Source: an optimization exercise on an open RTL-to-GDS flow (aim: small area and few clock cycles per item). Production flows keep margins and buffers that such runs may drop. In this exercise RTL edits were held to simulation tests only and were not proved equivalent to the original. Power figures rest on the tool's default switching activity, not on a simulated workload.

Design fixed_point_q24_8_alu, start of the top module:
module fixed_point_q24_8_alu (
   input  logic              clock,
   input  logic              reset,
   input  logic              req_valid,
   output logic              req_ready,
   input  logic [3:0]        req_kind,
   input  logic [WORD_W-1:0] req_operand_a,
   input  logic [WORD_W-1:0] req_operand_b,
   output logic              rsp_valid,
   input  logic              rsp_ready,
   output logic [WORD_W-1:0] rsp_result_value,
   output logic              rsp_compare_flag,
   output logic              rsp_overflow_flag,
   output logic              rsp_divide_by_zero
);
   function automatic logic [WORD_W-1:0] inc_w(logic [WORD_W-1:0] x, logic c);
      logic [WORD_W-1:0] y;
      logic              cc;
      cc = c;
      for (int i = 0; i < WORD_W; i++) begin
         y[i] = x[i] ^ cc;
         cc = cc & x[i];
      end
      inc_w = y;
   endfunction
   function automatic logic [WORD_W-1:0] inc_b(logic [WORD_W-1:0] x, logic c);
      logic [WORD_W-1:0] y;
      logic              bc, cc;
      bc = c;
      for (int k = 0; k < WORD_W / 4; k++) begin
         cc = bc;
         for (int i = 0; i < 4; i++) begin
            y[4*k+i] = x[4*k+i] ^ cc;
            cc = cc & x[4*k+i];
         end
         bc = bc & (&x[4*k +: 4]);
      end
      inc_b = y;
   endfunction
   function automatic logic [WORD_W-1:0] abs_w(logic [WORD_W-1:0] x);
      logic [WORD_W-1:0] y;
      logic              seen;
      seen = 1'b0;
      for (int i = 0; i < WORD_W; i++) begin
         y[i] = x[i] ^ (x[WORD_W-1] & seen);
         seen = seen | x[i];
      end
  ...
clock: 15.0 ns
lec_check: 0
cap_margin: 20
core_margin: 2
core_utilization: 50
cts_buf_list: sky130_fd_sc_hd__clkbuf_8
slew_margin: 20
standard.sh (not shown) runs the stock make flow with config.mk's settings and CLKGATE_MAP_FILE= SYNTH_SCRIPT=/design/flow/synth_recipe.tcl, a recipe that flattens the netlist after the stock synthesis.
==> flow/flow/run.sh <==
#!/bin/bash
# Standard layout, with buf_2 port buffers, and clock tree synthesis
# without the dummy loads it would add to balance the tree.
set -e
export BUFFER_PORTS_ARGS="-buffer_cell sky130_fd_sc_hd__buf_2"
export CTS_ARGS="-sink_clustering_enable -repair_clock_nets -dont_use_dummy_load -buf_list sky130_fd_sc_hd__clkbuf_8"
bash standard.sh > standard.log 2>&1
Testbench counts at the start, summed over its fixed seeds: cycles 22,591, items 16,000.
Then changed:
--- a/flow/design.v
+++ b/flow/design.v
@@ -150,16 +150,26 @@
       logic              cc;
       cc = c;
       for (int i = 0; i < WORD_W; i++) begin
          y[i] = x[i] ^ cc;
          cc = cc & x[i];
       end
       inc_w = y;
    endfunction
+   function automatic logic [WORD_W:0] inc_c(logic [WORD_W-1:0] x, logic c);
+      logic [WORD_W-1:0] y;
+      logic              cc;
+      cc = c;
+      for (int i = 0; i < WORD_W; i++) begin
+         y[i] = x[i] ^ cc;
+         cc = cc & x[i];
+      end
+      inc_c = {cc, y};
+   endfunction
    function automatic logic [WORD_W-1:0] inc_b(logic [WORD_W-1:0] x, logic c);
       logic [WORD_W-1:0] y;
       logic              bc, cc;
       bc = c;
       for (int k = 0; k < WORD_W / 4; k++) begin
          cc = bc;
          for (int i = 0; i < 4; i++) begin
             y[4*k+i] = x[4*k+i] ^ cc;
@@ -311,18 +321,20 @@
          s_q <= is_mul ? {(mx_a ? av[4] : b_sh), 1'b0} : '0;
          d_q <= is_div ? b_sh : mx_a ? mb : ma;
       end
    end
    logic [WORD_W-1:0] m;
    logic              rb, ovf_c, ovf;
    assign m = op_div ? s_q[S_W-1:1] : r_q[R_W-1:R_W-WORD_W];
    assign rb = op_div ? s_q[0] : r_q[R_W-WORD_W-1];
-   assign ovf_c = op_md && (neg ? (m[WORD_W-1] && ((|m[WORD_W-2:0]) || rb))
-                                : (m[WORD_W-1] || ((&m[WORD_W-2:0]) && rb)));
+   logic [WORD_W-1:0] inc_y;
+   logic              inc_co;
+   assign {inc_co, inc_y} = inc_c(m ^ {WORD_W{neg}}, neg ^ rb);
+   assign ovf_c = op_md && (neg ? !(inc_y[WORD_W-1] || inc_co)
+                                : (inc_y[WORD_W-1] || inc_co));
    assign ovf = sticky || ovf_c;
    assign rsp_valid = vld;
-   assign rsp_result_value = ovf ? (neg ? MIN_W : MAX_W)
-                                 : inc_w(m ^ {WORD_W{neg}}, neg ^ rb);
+   assign rsp_result_value = ovf ? (neg ? MIN_W : MAX_W) : inc_y;
    assign rsp_compare_flag = cmp_r;
    assign rsp_overflow_flag = ovf;
    assign rsp_divide_by_zero = dz_r;
 endmodule
After rerunning: Sequential power drops by about 4%. Global-route usage drops by 0.66 points. Clock skew shrinks by 28 ps. Fmax is higher by 2.2%. Routed wire length falls by 1.3%. Via count went down by 2.6%. Total power goes up by 2.1%. Die area is lower by 0.51%. Combinational power climbs by about 4%. Synthesized area fell by 0.52%. Flip-flop and latch count is unchanged. Final area falls by 0.63%. Clock power came out higher by about 3%. Clock-buffer cell count does not change.
Testbench counts after the change, summed over its fixed seeds: cycles 22,591, items 16,000.


fixed_point_q24_8_alu again, from the RTL that the note above started with.
==> flow/config.mk <==
export PLATFORM = sky130hd
export DESIGN_NAME = fixed_point_q24_8_alu
export DESIGN_NICKNAME = fixed_point_q24_8_alu
export VERILOG_FILES = /design/flow/design.v
export SDC_FILE = /design/flow/constraint.sdc
export NUM_CORES = 4
export LEC_CHECK = 0
export CAP_MARGIN = 20
export CORE_MARGIN = 2
export CORE_UTILIZATION = 40
export CTS_BUF_LIST = sky130_fd_sc_hd__clkbuf_8
export SLEW_MARGIN = 20
==> flow/constraint.sdc <==
create_clock -name core_clock -period 15.0 [get_ports {clock}]
set_input_delay 3.0000 -clock core_clock [delete_from_list [all_inputs] [get_ports {clock}]]
set_output_delay 3.0000 -clock core_clock [all_outputs]
set_load 0.01 [all_outputs]
==> flow/flow/run.sh <==
#!/bin/bash
# Standard layout, with the port buffers made of buf_2 cells.
set -e
export BUFFER_PORTS_ARGS="-buffer_cell sky130_fd_sc_hd__buf_2"
bash standard.sh > standard.log 2>&1
Testbench counts at the start, summed over its fixed seeds: cycles 22,591, items 16,000.
Change:
--- a/flow/design.v
+++ b/flow/design.v
@@ -91,15 +91,14 @@
    input  logic [WORD_W:0]   alt_a,
    input  logic [WORD_W:0]   alt_b,
    input  logic              alt_c,
    output logic [WORD_W:0]   sum,
    input  logic [R_W-1:0]    r_in,
    input  logic [S_W-1:0]    s_in,
    input  logic              st_in,
-   input  logic              q_ovf,
    input  logic [WORD_W-1:0] d,
    output logic [R_W-1:0]    r_out,
    output logic [S_W-1:0]    s_out,
    output logic              st_out
 );
    localparam int HI_W = R_W - WORD_W - 1;    
    logic              x, c33, dsub;
@@ -123,15 +122,15 @@
    end
    assign t = {1'b0, aa} + {1'b0, bb} + {{(WORD_W+1){1'b0}}, cc};
    assign sum = t[WORD_W:0];
    assign c33 = t[WORD_W+1];
    assign {hi_c, hi} = {1'b0, r_in[R_W-1:WORD_W+1]} + {{HI_W{1'b0}}, c33 & !is_div};
    assign r_out = {hi[HI_W-2:0], t[WORD_W:0], 1'b0};
    assign s_out = {s_in[S_W-2:0], is_div & !t[WORD_W]};
-   assign st_out = st_in | (is_div ? (q_ovf & !t[WORD_W]) : (hi_c | hi[HI_W-1]));
+   assign st_out = st_in | (is_div ? x : (hi_c | hi[HI_W-1]));
 endmodule
 import fqa_pkg::*;
 module fixed_point_q24_8_alu (
    input  logic              clock,
    input  logic              reset,
    input  logic              req_valid,
    output logic              req_ready,
@@ -227,18 +226,16 @@
    end
    assign la = (av[4][WORD_W-1:WORD_W-2] == 2'b00) ? 6'd32 : {1'b0, za, !av[4][WORD_W-1]};
    assign lb = (bv[4][WORD_W-1:WORD_W-2] == 2'b00) ? 6'd32 : {1'b0, zb, !bv[4][WORD_W-1]};
    assign is_mul = req_kind == OP_MUL;
    assign is_div = req_kind == OP_DIV;
    assign lb_e = {1'b0, zb, 1'b0};
    assign b_sh = bv[4];
-   logic a_dn;
-   assign a_dn = av[4][WORD_W-1] && !bv[4][WORD_W-1];
-   assign a_sh = a_dn ? {2'b00, av[4][WORD_W-1:2]} : av[4];
-   assign sa = $signed({3'b000, za, 1'b0}) - (a_dn ? 8'sd2 : 8'sd0);
+   assign a_sh = av[4][WORD_W-1] ? {2'b00, av[4][WORD_W-1:2]} : av[4];
+   assign sa = $signed({3'b000, za, 1'b0}) - (av[4][WORD_W-1] ? 8'sd2 : 8'sd0);
    assign n_div = 8'sd10 - sa + $signed({2'b00, lb_e});
    logic mx_a;
    assign mx_a = za >= zb;
    assign n_mul = 6'd32 - (mx_a ? {1'b0, za, 1'b0} : lb_e);
    assign mul_zero = la[5] | lb[5];
    assign mul_ovf = (7'(la) + 7'(lb)) <= 7'd22;
    assign div_dz = lb[5];
@@ -252,29 +249,25 @@
    logic [S_W-1:0] s_st [0:STEPS_PER_CYC];
    logic           st_st [0:STEPS_PER_CYC];
    logic [WORD_W:0] sum_st [0:STEPS_PER_CYC-1];
    assign r_st[0] = r_q;
    assign s_st[0] = s_q;
    assign st_st[0] = sticky;
    assign sh_sum = sum_st[0];
-   logic q_ovf [0:STEPS_PER_CYC-1];
-   assign q_ovf[0] = cnt >= 5'd17;
-   assign q_ovf[1] = (cnt >= 5'd18) || (!neg && cnt >= 5'd17);
    for (genvar i = 0; i < STEPS_PER_CYC; i++) begin : g_step
       fqa_div_stage #(.SHARED(i == 0)) u_step (
          .is_div (op_div),
          .use_alt(!busy),
          .alt_a  ({req_operand_a[WORD_W-1], req_operand_a}),
          .alt_b  (sh_b),
          .alt_c  (sh_c),
          .sum    (sum_st[i]),
          .r_in   (r_st[i]),
          .s_in   (s_st[i]),
          .st_in  (st_st[i]),
-         .q_ovf  (q_ovf[i]),
          .d      (d_q),
          .r_out  (r_st[i+1]),
          .s_out  (s_st[i+1]),
          .st_out (st_st[i+1])
       );
    end
    always_ff @(posedge clock) begin
Cell count came out higher by 0.70%.
Wire length goes up by 2.4%.
Clock power stays flat.
Critical path depth stays the same.
Cell area rises by 1.3%.
Power drops by about 4.4%.
Global-route usage is about the same.
Count of clock-buffer cells in the layout increases by 2.
Combinational power went down by about 6%.
Worst setup slack improved by 0.23 ns.
Via count rises by about 2.7%.
Testbench counts after the change, summed over its fixed seeds: cycles 23,173, items 16,000.

==> afterwards: timing with drivers on the ports <==
In the flow no input, the clock included, has a driving cell. The finished layouts below were timed again as built, in two steps. Step 1 (the two cells are an assumption about what drives the block):
set clk [get_ports {clock}]
set_driving_cell -lib_cell sky130_fd_sc_hd__clkbuf_16 $clk
set_driving_cell -lib_cell sky130_fd_sc_hd__buf_2 [delete_from_list [all_inputs] $clk]
Step 2 also shifts input and output timing later by t, the mid clock arrival at the registers, as if the neighbouring blocks saw the same clock. a / b / c = no drivers / after step 1 / after step 2; a / b = the first two.
run	t (ns)	slack for setup (ns)	hold slack, ns
the first run of note 1	0.521	0.773 / 0.811 / 0.290	0.508 / 0.508 / 0.508
the second run of note 1	0.553	1.079 / 1.098 / 0.545	0.484 / 0.484 / 0.484
the first run of note 2	0.543	1.173 / 1.166 / 0.623	0.532 / 0.532 / 0.532
the second run of note 2	0.560	1.399 / 1.436 / 0.876	0.510 / 0.510 / 0.510
After both steps setup and hold are still met in every run listed. For the first run of note 2, which loses most, drivers alone change the setup slack by -0.007 ns; drivers and shift together by -0.550 ns.
